Context: an optimization exercise on an open-source flow, tuned for small area. The choices shown serve that exercise and are no tape-out recipe.
Function was checked by simulation only, so behaviour that the tests miss may differ from the original.
No activity file was given, so power comes from the tool's default toggle rates.

**flow/design.v**
```verilog
module phy_ready_table #(
   parameter int unsigned PHY_REG_NUM          = 64,
   parameter int unsigned FEEDBACK_CHANNEL_NUM = 8,
   parameter int unsigned ALLOC_PORT_NUM       = 4,
   parameter int unsigned QUERY_PORT_NUM       = 8,
   parameter int unsigned VALUE_W              = 32,
   parameter int unsigned PHY_ID_W             = $clog2(PHY_REG_NUM),
   parameter int unsigned CNT_W                = $clog2(PHY_REG_NUM + 1),
   parameter int unsigned FB_W                 = 1 + PHY_ID_W + VALUE_W
) (
   input  logic                                          clk,
   input  logic                                          rst,
   input  logic [FEEDBACK_CHANNEL_NUM-1:0][FB_W-1:0]     execute_feedback_pack,
   input  logic [ALLOC_PORT_NUM-1:0]                     alloc_valid,
   input  logic [ALLOC_PORT_NUM-1:0][PHY_ID_W-1:0]       alloc_phy_id,
   input  logic                                          flush,
   input  logic [QUERY_PORT_NUM-1:0][PHY_ID_W-1:0]       query_phy_id,
   output logic [QUERY_PORT_NUM-1:0]                     query_ready,
   output logic [CNT_W-1:0]                              busy_count,
   output logic                                          protocol_error
);
   localparam int unsigned LO_W = PHY_ID_W / 2;
   localparam int unsigned HI_W = PHY_ID_W - LO_W;
   localparam int unsigned NLO  = 1 << LO_W;
   localparam int unsigned NHI  = 1 << HI_W;
   logic [FEEDBACK_CHANNEL_NUM-1:0]               fb_enable;
   logic [FEEDBACK_CHANNEL_NUM-1:0][PHY_ID_W-1:0] fb_phy_id;
   always_comb begin
      for (int c = 0; c < FEEDBACK_CHANNEL_NUM; c++) begin
         fb_enable[c] = execute_feedback_pack[c][FB_W-1];
         fb_phy_id[c] = execute_feedback_pack[c][VALUE_W +: PHY_ID_W];
      end
   end
   logic [FEEDBACK_CHANNEL_NUM-1:0][NHI-1:0] fb_hi;
   logic [FEEDBACK_CHANNEL_NUM-1:0][NLO-1:0] fb_lo;
   logic [ALLOC_PORT_NUM-1:0][NHI-1:0]       al_hi;
   logic [ALLOC_PORT_NUM-1:0][NLO-1:0]       al_lo;
   always_comb begin
      for (int c = 0; c < FEEDBACK_CHANNEL_NUM; c++) begin
         for (int g = 0; g < NHI; g++)
            fb_hi[c][g] = fb_enable[c] && (fb_phy_id[c][PHY_ID_W-1:LO_W] == HI_W'(g));
         for (int k = 0; k < NLO; k++)
            fb_lo[c][k] = (fb_phy_id[c][LO_W-1:0] == LO_W'(k));
      end
      for (int p = 0; p < ALLOC_PORT_NUM; p++) begin
         for (int g = 0; g < NHI; g++)
            al_hi[p][g] = alloc_valid[p] && (alloc_phy_id[p][PHY_ID_W-1:LO_W] == HI_W'(g));
         for (int k = 0; k < NLO; k++)
            al_lo[p][k] = (alloc_phy_id[p][LO_W-1:0] == LO_W'(k));
      end
   end
   logic [PHY_REG_NUM-1:0] busy_q;       
   logic [PHY_REG_NUM-1:0] fb_set;
   logic [PHY_REG_NUM-1:0] alloc_clr;
   logic [PHY_REG_NUM-1:0] rdy_fwd;      
   logic [PHY_REG_NUM-1:0] fb_err_v;
   logic                   fb_err;
   logic                   dup_err;
   logic                   force_ready;
   logic                   protocol_error_q;
   always_comb begin
      for (int i = 0; i < PHY_REG_NUM; i++) begin
         fb_set[i]    = 1'b0;
         alloc_clr[i] = 1'b0;
         for (int c = 0; c < FEEDBACK_CHANNEL_NUM; c++)
            fb_set[i] = fb_set[i] | (fb_hi[c][i / NLO] & fb_lo[c][i % NLO]);
         for (int p = 0; p < ALLOC_PORT_NUM; p++)
            alloc_clr[i] = alloc_clr[i] | (al_hi[p][i / NLO] & al_lo[p][i % NLO]);
      end
   end
   always_comb begin
      rdy_fwd[0]  = 1'b1;
      fb_err_v[0] = 1'b0;
      for (int i = 1; i < PHY_REG_NUM; i++) begin
         rdy_fwd[i]  = ~busy_q[i] | fb_set[i];
         fb_err_v[i] = fb_set[i] & ~busy_q[i] & ~alloc_clr[i];
      end
   end
   assign fb_err = |fb_err_v;
   always_comb begin
      dup_err = 1'b0;
      for (int i = 0; i < ALLOC_PORT_NUM; i++) begin
         for (int j = i + 1; j < ALLOC_PORT_NUM; j++) begin
            if (alloc_valid[i] && alloc_valid[j] && (alloc_phy_id[i] == alloc_phy_id[j]) &&
                (alloc_phy_id[i] != '0)) begin
               dup_err = 1'b1;
            end
         end
      end
   end
   assign force_ready = ~rst | flush;
   always_ff @(posedge clk) begin
      busy_q[0] <= 1'b0;
      for (int i = 1; i < PHY_REG_NUM; i++)
         busy_q[i] <= ~force_ready & (alloc_clr[i] | (busy_q[i] & ~fb_set[i]));
      protocol_error_q <= rst & (protocol_error_q | fb_err | dup_err);
   end
   always_comb begin
      for (int q = 0; q < QUERY_PORT_NUM; q++)
         query_ready[q] = rdy_fwd[query_phy_id[q]];
   end
   assign protocol_error = protocol_error_q;
   wire pc_s0 = busy_q[1] ^ busy_q[2] ^ busy_q[3];
   wire pc_c0 = (busy_q[1] & busy_q[2]) | (busy_q[1] & busy_q[3]) | (busy_q[2] & busy_q[3]);
   wire pc_s1 = busy_q[4] ^ busy_q[5] ^ busy_q[6];
   wire pc_c1 = (busy_q[4] & busy_q[5]) | (busy_q[4] & busy_q[6]) | (busy_q[5] & busy_q[6]);
   wire pc_s2 = busy_q[7] ^ busy_q[8] ^ busy_q[9];
   wire pc_c2 = (busy_q[7] & busy_q[8]) | (busy_q[7] & busy_q[9]) | (busy_q[8] & busy_q[9]);
   wire pc_s3 = busy_q[10] ^ busy_q[11] ^ busy_q[12];
   wire pc_c3 = (busy_q[10] & busy_q[11]) | (busy_q[10] & busy_q[12]) | (busy_q[11] & busy_q[12]);
   wire pc_s4 = busy_q[13] ^ busy_q[14] ^ busy_q[15];
   wire pc_c4 = (busy_q[13] & busy_q[14]) | (busy_q[13] & busy_q[15]) | (busy_q[14] & busy_q[15]);
   wire pc_s5 = busy_q[16] ^ busy_q[17] ^ busy_q[18];
   wire pc_c5 = (busy_q[16] & busy_q[17]) | (busy_q[16] & busy_q[18]) | (busy_q[17] & busy_q[18]);
   wire pc_s6 = busy_q[19] ^ busy_q[20] ^ busy_q[21];
   wire pc_c6 = (busy_q[19] & busy_q[20]) | (busy_q[19] & busy_q[21]) | (busy_q[20] & busy_q[21]);
   wire pc_s7 = busy_q[22] ^ busy_q[23] ^ busy_q[24];
   wire pc_c7 = (busy_q[22] & busy_q[23]) | (busy_q[22] & busy_q[24]) | (busy_q[23] & busy_q[24]);
   wire pc_s8 = busy_q[25] ^ busy_q[26] ^ busy_q[27];
   wire pc_c8 = (busy_q[25] & busy_q[26]) | (busy_q[25] & busy_q[27]) | (busy_q[26] & busy_q[27]);
   wire pc_s9 = busy_q[28] ^ busy_q[29] ^ busy_q[30];
   wire pc_c9 = (busy_q[28] & busy_q[29]) | (busy_q[28] & busy_q[30]) | (busy_q[29] & busy_q[30]);
   wire pc_s10 = busy_q[31] ^ busy_q[32] ^ busy_q[33];
   wire pc_c10 = (busy_q[31] & busy_q[32]) | (busy_q[31] & busy_q[33]) | (busy_q[32] & busy_q[33]);
   wire pc_s11 = busy_q[34] ^ busy_q[35] ^ busy_q[36];
   wire pc_c11 = (busy_q[34] & busy_q[35]) | (busy_q[34] & busy_q[36]) | (busy_q[35] & busy_q[36]);
   wire pc_s12 = busy_q[37] ^ busy_q[38] ^ busy_q[39];
   wire pc_c12 = (busy_q[37] & busy_q[38]) | (busy_q[37] & busy_q[39]) | (busy_q[38] & busy_q[39]);
   wire pc_s13 = busy_q[40] ^ busy_q[41] ^ busy_q[42];
   wire pc_c13 = (busy_q[40] & busy_q[41]) | (busy_q[40] & busy_q[42]) | (busy_q[41] & busy_q[42]);
   wire pc_s14 = busy_q[43] ^ busy_q[44] ^ busy_q[45];
   wire pc_c14 = (busy_q[43] & busy_q[44]) | (busy_q[43] & busy_q[45]) | (busy_q[44] & busy_q[45]);
   wire pc_s15 = busy_q[46] ^ busy_q[47] ^ busy_q[48];
   wire pc_c15 = (busy_q[46] & busy_q[47]) | (busy_q[46] & busy_q[48]) | (busy_q[47] & busy_q[48]);
   wire pc_s16 = busy_q[49] ^ busy_q[50] ^ busy_q[51];
   wire pc_c16 = (busy_q[49] & busy_q[50]) | (busy_q[49] & busy_q[51]) | (busy_q[50] & busy_q[51]);
   wire pc_s17 = busy_q[52] ^ busy_q[53] ^ busy_q[54];
   wire pc_c17 = (busy_q[52] & busy_q[53]) | (busy_q[52] & busy_q[54]) | (busy_q[53] & busy_q[54]);
   wire pc_s18 = busy_q[55] ^ busy_q[56] ^ busy_q[57];
   wire pc_c18 = (busy_q[55] & busy_q[56]) | (busy_q[55] & busy_q[57]) | (busy_q[56] & busy_q[57]);
   wire pc_s19 = busy_q[58] ^ busy_q[59] ^ busy_q[60];
   wire pc_c19 = (busy_q[58] & busy_q[59]) | (busy_q[58] & busy_q[60]) | (busy_q[59] & busy_q[60]);
   wire pc_s20 = busy_q[61] ^ busy_q[62] ^ busy_q[63];
   wire pc_c20 = (busy_q[61] & busy_q[62]) | (busy_q[61] & busy_q[63]) | (busy_q[62] & busy_q[63]);
   wire pc_s21 = pc_s0 ^ pc_s1 ^ pc_s2;
   wire pc_c21 = (pc_s0 & pc_s1) | (pc_s0 & pc_s2) | (pc_s1 & pc_s2);
   wire pc_s22 = pc_s3 ^ pc_s4 ^ pc_s5;
   wire pc_c22 = (pc_s3 & pc_s4) | (pc_s3 & pc_s5) | (pc_s4 & pc_s5);
   wire pc_s23 = pc_s6 ^ pc_s7 ^ pc_s8;
   wire pc_c23 = (pc_s6 & pc_s7) | (pc_s6 & pc_s8) | (pc_s7 & pc_s8);
   wire pc_s24 = pc_s9 ^ pc_s10 ^ pc_s11;
   wire pc_c24 = (pc_s9 & pc_s10) | (pc_s9 & pc_s11) | (pc_s10 & pc_s11);
   wire pc_s25 = pc_s12 ^ pc_s13 ^ pc_s14;
   wire pc_c25 = (pc_s12 & pc_s13) | (pc_s12 & pc_s14) | (pc_s13 & pc_s14);
   wire pc_s26 = pc_s15 ^ pc_s16 ^ pc_s17;
   wire pc_c26 = (pc_s15 & pc_s16) | (pc_s15 & pc_s17) | (pc_s16 & pc_s17);
   wire pc_s27 = pc_s18 ^ pc_s19 ^ pc_s20;
   wire pc_c27 = (pc_s18 & pc_s19) | (pc_s18 & pc_s20) | (pc_s19 & pc_s20);
   wire pc_s28 = pc_s21 ^ pc_s22 ^ pc_s23;
   wire pc_c28 = (pc_s21 & pc_s22) | (pc_s21 & pc_s23) | (pc_s22 & pc_s23);
   wire pc_s29 = pc_s24 ^ pc_s25 ^ pc_s26;
   wire pc_c29 = (pc_s24 & pc_s25) | (pc_s24 & pc_s26) | (pc_s25 & pc_s26);
   wire pc_s30 = pc_s27 ^ pc_s28 ^ pc_s29;
   wire pc_c30 = (pc_s27 & pc_s28) | (pc_s27 & pc_s29) | (pc_s28 & pc_s29);
   wire pc_s31 = pc_c0 ^ pc_c1 ^ pc_c2;
   wire pc_c31 = (pc_c0 & pc_c1) | (pc_c0 & pc_c2) | (pc_c1 & pc_c2);
   wire pc_s32 = pc_c3 ^ pc_c4 ^ pc_c5;
   wire pc_c32 = (pc_c3 & pc_c4) | (pc_c3 & pc_c5) | (pc_c4 & pc_c5);
   wire pc_s33 = pc_c6 ^ pc_c7 ^ pc_c8;
   wire pc_c33 = (pc_c6 & pc_c7) | (pc_c6 & pc_c8) | (pc_c7 & pc_c8);
   wire pc_s34 = pc_c9 ^ pc_c10 ^ pc_c11;
   wire pc_c34 = (pc_c9 & pc_c10) | (pc_c9 & pc_c11) | (pc_c10 & pc_c11);
   wire pc_s35 = pc_c12 ^ pc_c13 ^ pc_c14;
   wire pc_c35 = (pc_c12 & pc_c13) | (pc_c12 & pc_c14) | (pc_c13 & pc_c14);
   wire pc_s36 = pc_c15 ^ pc_c16 ^ pc_c17;
   wire pc_c36 = (pc_c15 & pc_c16) | (pc_c15 & pc_c17) | (pc_c16 & pc_c17);
   wire pc_s37 = pc_c18 ^ pc_c19 ^ pc_c20;
   wire pc_c37 = (pc_c18 & pc_c19) | (pc_c18 & pc_c20) | (pc_c19 & pc_c20);
   wire pc_s38 = pc_c21 ^ pc_c22 ^ pc_c23;
   wire pc_c38 = (pc_c21 & pc_c22) | (pc_c21 & pc_c23) | (pc_c22 & pc_c23);
   wire pc_s39 = pc_c24 ^ pc_c25 ^ pc_c26;
   wire pc_c39 = (pc_c24 & pc_c25) | (pc_c24 & pc_c26) | (pc_c25 & pc_c26);
   wire pc_s40 = pc_c27 ^ pc_c28 ^ pc_c29;
   wire pc_c40 = (pc_c27 & pc_c28) | (pc_c27 & pc_c29) | (pc_c28 & pc_c29);
   wire pc_s41 = pc_c30 ^ pc_s31 ^ pc_s32;
   wire pc_c41 = (pc_c30 & pc_s31) | (pc_c30 & pc_s32) | (pc_s31 & pc_s32);
   wire pc_s42 = pc_s33 ^ pc_s34 ^ pc_s35;
   wire pc_c42 = (pc_s33 & pc_s34) | (pc_s33 & pc_s35) | (pc_s34 & pc_s35);
   wire pc_s43 = pc_s36 ^ pc_s37 ^ pc_s38;
   wire pc_c43 = (pc_s36 & pc_s37) | (pc_s36 & pc_s38) | (pc_s37 & pc_s38);
   wire pc_s44 = pc_s39 ^ pc_s40 ^ pc_s41;
   wire pc_c44 = (pc_s39 & pc_s40) | (pc_s39 & pc_s41) | (pc_s40 & pc_s41);
   wire pc_s45 = pc_s42 ^ pc_s43 ^ pc_s44;
   wire pc_c45 = (pc_s42 & pc_s43) | (pc_s42 & pc_s44) | (pc_s43 & pc_s44);
   wire pc_s46 = pc_c31 ^ pc_c32 ^ pc_c33;
   wire pc_c46 = (pc_c31 & pc_c32) | (pc_c31 & pc_c33) | (pc_c32 & pc_c33);
   wire pc_s47 = pc_c34 ^ pc_c35 ^ pc_c36;
   wire pc_c47 = (pc_c34 & pc_c35) | (pc_c34 & pc_c36) | (pc_c35 & pc_c36);
   wire pc_s48 = pc_c37 ^ pc_c38 ^ pc_c39;
   wire pc_c48 = (pc_c37 & pc_c38) | (pc_c37 & pc_c39) | (pc_c38 & pc_c39);
   wire pc_s49 = pc_c40 ^ pc_c41 ^ pc_c42;
   wire pc_c49 = (pc_c40 & pc_c41) | (pc_c40 & pc_c42) | (pc_c41 & pc_c42);
   wire pc_s50 = pc_c43 ^ pc_c44 ^ pc_c45;
   wire pc_c50 = (pc_c43 & pc_c44) | (pc_c43 & pc_c45) | (pc_c44 & pc_c45);
   wire pc_s51 = pc_s46 ^ pc_s47 ^ pc_s48;
   wire pc_c51 = (pc_s46 & pc_s47) | (pc_s46 & pc_s48) | (pc_s47 & pc_s48);
   wire pc_s52 = pc_s49 ^ pc_s50 ^ pc_s51;
   wire pc_c52 = (pc_s49 & pc_s50) | (pc_s49 & pc_s51) | (pc_s50 & pc_s51);
   wire pc_s53 = pc_c46 ^ pc_c47 ^ pc_c48;
   wire pc_c53 = (pc_c46 & pc_c47) | (pc_c46 & pc_c48) | (pc_c47 & pc_c48);
   wire pc_s54 = pc_c49 ^ pc_c50 ^ pc_c51;
   wire pc_c54 = (pc_c49 & pc_c50) | (pc_c49 & pc_c51) | (pc_c50 & pc_c51);
   wire pc_s55 = pc_c52 ^ pc_s53 ^ pc_s54;
   wire pc_c55 = (pc_c52 & pc_s53) | (pc_c52 & pc_s54) | (pc_s53 & pc_s54);
   wire pc_s56 = pc_c53 ^ pc_c54 ^ pc_c55;
   wire pc_c56 = (pc_c53 & pc_c54) | (pc_c53 & pc_c55) | (pc_c54 & pc_c55);
   assign busy_count = {1'b0, pc_c56, pc_s56, pc_s55, pc_s52, pc_s45, pc_s30};
endmodule
```
**flow/config.mk**
```make
export PLATFORM = sky130hd
export DESIGN_NAME = phy_ready_table
export DESIGN_NICKNAME = phy_ready_table
export VERILOG_FILES = /design/flow/design.v
export SDC_FILE = /design/flow/constraint.sdc
export NUM_CORES = 4
export LEC_CHECK = 0
export ABC_AREA = 1
export CAP_MARGIN = 20
export CORE_MARGIN = 2
export CORE_UTILIZATION = 40
export SETUP_SLACK_MARGIN = 0.3
export SLEW_MARGIN = 20
```
**flow/run.sh**
```bash
#!/bin/bash
# synth_recipe.tcl (not shown) runs the flow's synth.tcl, then flattens the netlist and writes it again
# the make line also repeats each setting of config.mk as NAME=value (left out here)
make -C /OpenROAD-flow-scripts/flow DESIGN_CONFIG=/design/flow/config.mk WORK_HOME=/design/flow/orfs CLKGATE_MAP_FILE= SYNTH_SCRIPT=/design/flow/synth_recipe.tcl finish
```
**flow/constraint.sdc**
```tcl
create_clock -name core_clock -period 13.0 [get_ports {clk}]
set_input_delay 2.6000 -clock core_clock [delete_from_list [all_inputs] [get_ports {clk}]]
set_output_delay 2.6000 -clock core_clock [all_outputs]
set_load 0.01 [all_outputs]
```
==> run summary <==
- Status: complete, no violations
- Sequential share of the synthesized area: 7.18%
- Final setup fails: 0
- Total Die Area: 46300 sq um
- Worst hold path class: reg2reg
- Max_cap viols: 0
- Worst-path maximum fanout: 11
- Share of the synthesized area in the top cell type: 27.5%
- TritonCTS clock tree: built
- Nets@finish: 3960
- Sink Count: 64
- Fin util: 45.5%
- Syn-to-layout area delta: 12.6%
- Yosys reg bits: 64
- CP Launch Type: flop
- Total power: 927 uW
- Hpwl dp: 93500 um
- Worst Tran Pin Value: 1.39 ns
- Most frequent cell on the critical path: fa_1
- FILL cells: 5138
- Max VDD drop: 0.0718 mV
- Mapped Cells: 3464
- CP Data Required Time: 10.40 ns
- Fin crit period: 9.94 ns
- Routed Antenna Nets: 0
- Worst Skew: 0.0111 ns
- Yosys cell types: 36
- Largest net degree at the start of global routing: 64
- Leakage power: 0.00892 uW
- Antenna violations before repair: 1
- Via count: 27780
- DRT Pass-1 Iters: 10
- Port Buf Inserts: 149
- Via density: 6.76
- Global-route wire length before repair: 181000 um
- Total placed instance area: 19700 sq um
- Netlist Area Pre-Place: 17800 sq um
- Setup fix buffers added after clock tree synthesis: 0
- Crit share post-route: 76.5%
- Crit. End Element: output port
- Setup TNS: 0 ns
- Post-synthesis area per instance: 5.15 sq um
- Most frequent cells in the layout: nand2_1, nand3_1, nand4_1
- RSZ-0062 raised after global routing: no
- Die X: 215 um
- Longest Clk Path Bufs: 2
- CP Class: reg2out
- Remaining Overflow, GRT: 0
- # hold bufs at CTS: 0
- Core box area: 44100 sq um
- Synth area leader: nand2_1
- Clock root buffer: clkbuf_16
- Max Fclk: 101 MHz
- Critical-path cell list: fa_1, fa_1, inv_1, fa_1, inv_1, fa_1, fa_1, inv_1, fa_1, inv_1, fa_1, inv_1, fa_1, fa_1, fa_1, inv_1, fa_1, clkdlybuf4s50_1
- Commonest non-fill, non-tap cell in the layout: nand2_1
- Total GRT Usage: 54.2%
- Max_slew headroom: 6.82%
- Final instance area: 20100 sq um
- Worst-path clk slew: 0.07 ns
- Die Span Y: 215 um
- Area taken by multi-input logic gates: 14800 sq um
- Clock latency (worst-skew pair): 0.35 ns
- Average wire per standard cell: 31.5 um
- GPL Wtd Cong: 1.14
- YS warnings: 1
- Fin. max-slew vios: 0
- Max incr delay on CP: 0.72 ns
- Top post-synthesis cells by area: nand2_1, nand3_1, nand4_1, dfxtp_1, fa_1
- Storage cell area: 1280 sq um
- Vias in the first global route: 24831
- CP arrival: 7.34 ns
- Initial DRC count: 6164
- # rows: 77
- CTS buffer count: 9
- CP max-delay cell: fa_1
- Initial core utilization: 40.4%
- Post-CTS sizing: 0
- Syn_nets: 3912
- Final wirelength: 130000 um
- Final Hold Vio Count: 0
- H-Tree Depth: 3
- Cell Pwr Density: 46.1 nW/um^2
- # IOs: 407
- Drc violations: 0
- Share of cells above drive strength 1: 6.94%
-- kinds of logic after synthesis --
kind of cell	after synthesis	share of synthesized area, %
AO/OA/AOI/OAI	250	7.70
XOR/XNOR	9	0.442
adder cells (fa/ha/maj)	57	6.40
buffers and inverters	443	9.79
flip-flops	64	7.18
other	1	0.0210
AND/OR/NAND/NOR	2640	68.5
-- power by group --
group	internal [uW]	total [uW]	switching [uW]
Clock	141	246	105
Sequential	198	206	8.21
Combinational	136	474	338
Total	475	927	452
-- synthesized netlist by cell type, drive strengths merged --
master	instances
nand2	1311
nand3	542
nand4	374
nor2	365
inv	285
a21oi	108
buf	99
o21ai	81
dfxtp	64
clkbuf	59
fa	57
nor3	43
o22ai	42
xor2	8
o211ai	7
o21ba	4
a211oi	3
nor4	3
o2111ai	3
a221oi	1
a22oi	1
conb	1
nand3b	1
or2	1
xnor2	1
-- sequential cells by signal, summed over array words and instances, names as in the netlist --
name              cells
busy_q               63
protocol_error_q      1
-- final timing paths --
path	from	to	slack, ns	depth (start not counted)
worst max-delay path	busy_q[6]	busy_count[4]	3.06	18
worst min-delay path	busy_q[37]	busy_q[37]	0.75	3
worst max register to register	busy_q[22]	protocol_error_q	10.86	9
worst min register to register	busy_q[37]	busy_q[37]	0.75	3
-- routing by layer --
metal / track usage, % / part of all wire (%)
met3: 25.5 / 17
met1: 67.9 / 36
met2: 72.1 / 37
met4: 37.7 / 9.4
met5: 3.02 / 0.15
-- cell type report --
| cell class | instances | share of cell area [%] |
|---|---|---|
| Multi-Input combinational cell | 2957 | 73.9 |
| Timing Repair Buffer | 195 | 9.24 |
| Sequential cell | 64 | 6.38 |
| Inverter | 285 | 5.33 |
| Tap cell | 592 | 3.69 |
| Clock buffer | 11 | 1.26 |
| Clock inverter | 5 | 0.187 |
| Antenna cell | 1 | 0.0125 |
-- per-stage QoR --
step | instances | hold slack [ns] | setup WS [ns]
2_1_floorplan | 3464 | 0.571 | 4.40
3_3_place_gp | 4089 | 0.702 | 3.60
3_5_place_dp | 4089 | 0.717 | 3.62
4_1_cts | 4105 | 0.726 | 3.20
5_1_grt | 4109 | 0.760 | 2.86
6_report | 4110 | 0.752 | 3.06
-- worst max-delay path, delay by kind of cell (launching register included) --
family                   cells  cell delay [ns]
buffers and inverters        7             0.92
adder cells (fa/ha/maj)     11             5.37
flip-flops                   1             0.71

## port drivers added, routing unchanged
How much do the figures lean on ideal ports? The routed layout below was timed once more, with nothing changed but the port constraints. Step 1 (the two cells are an assumption about what drives the block):
set clk [get_ports {clk}]
set_driving_cell -lib_cell sky130_fd_sc_hd__clkbuf_16 $clk
set_driving_cell -lib_cell sky130_fd_sc_hd__buf_2 [delete_from_list [all_inputs] $clk]
Step 2 adds t to the input delays and takes it off the output delays; t is the mean of the earliest and latest rising clock arrival at the registers after step 1. Input paths then give back, and output paths get back, about the clock's delay inside the block. a / b / c = ideal ports / drivers / drivers and shift; a / b = the first two.
t (ns): 0.400
setup WS [ns]: 3.058 / 3.007 / 3.406
worst hold slack (ns): 0.752 / 0.752 / 0.752
clock arrival spread, ns: 0.012 / 0.011
pins driven straight from the clock port: 1
After both steps setup and hold are still met in this run. For this run, drivers alone change the setup slack by -0.051 ns; drivers and shift together by +0.348 ns.
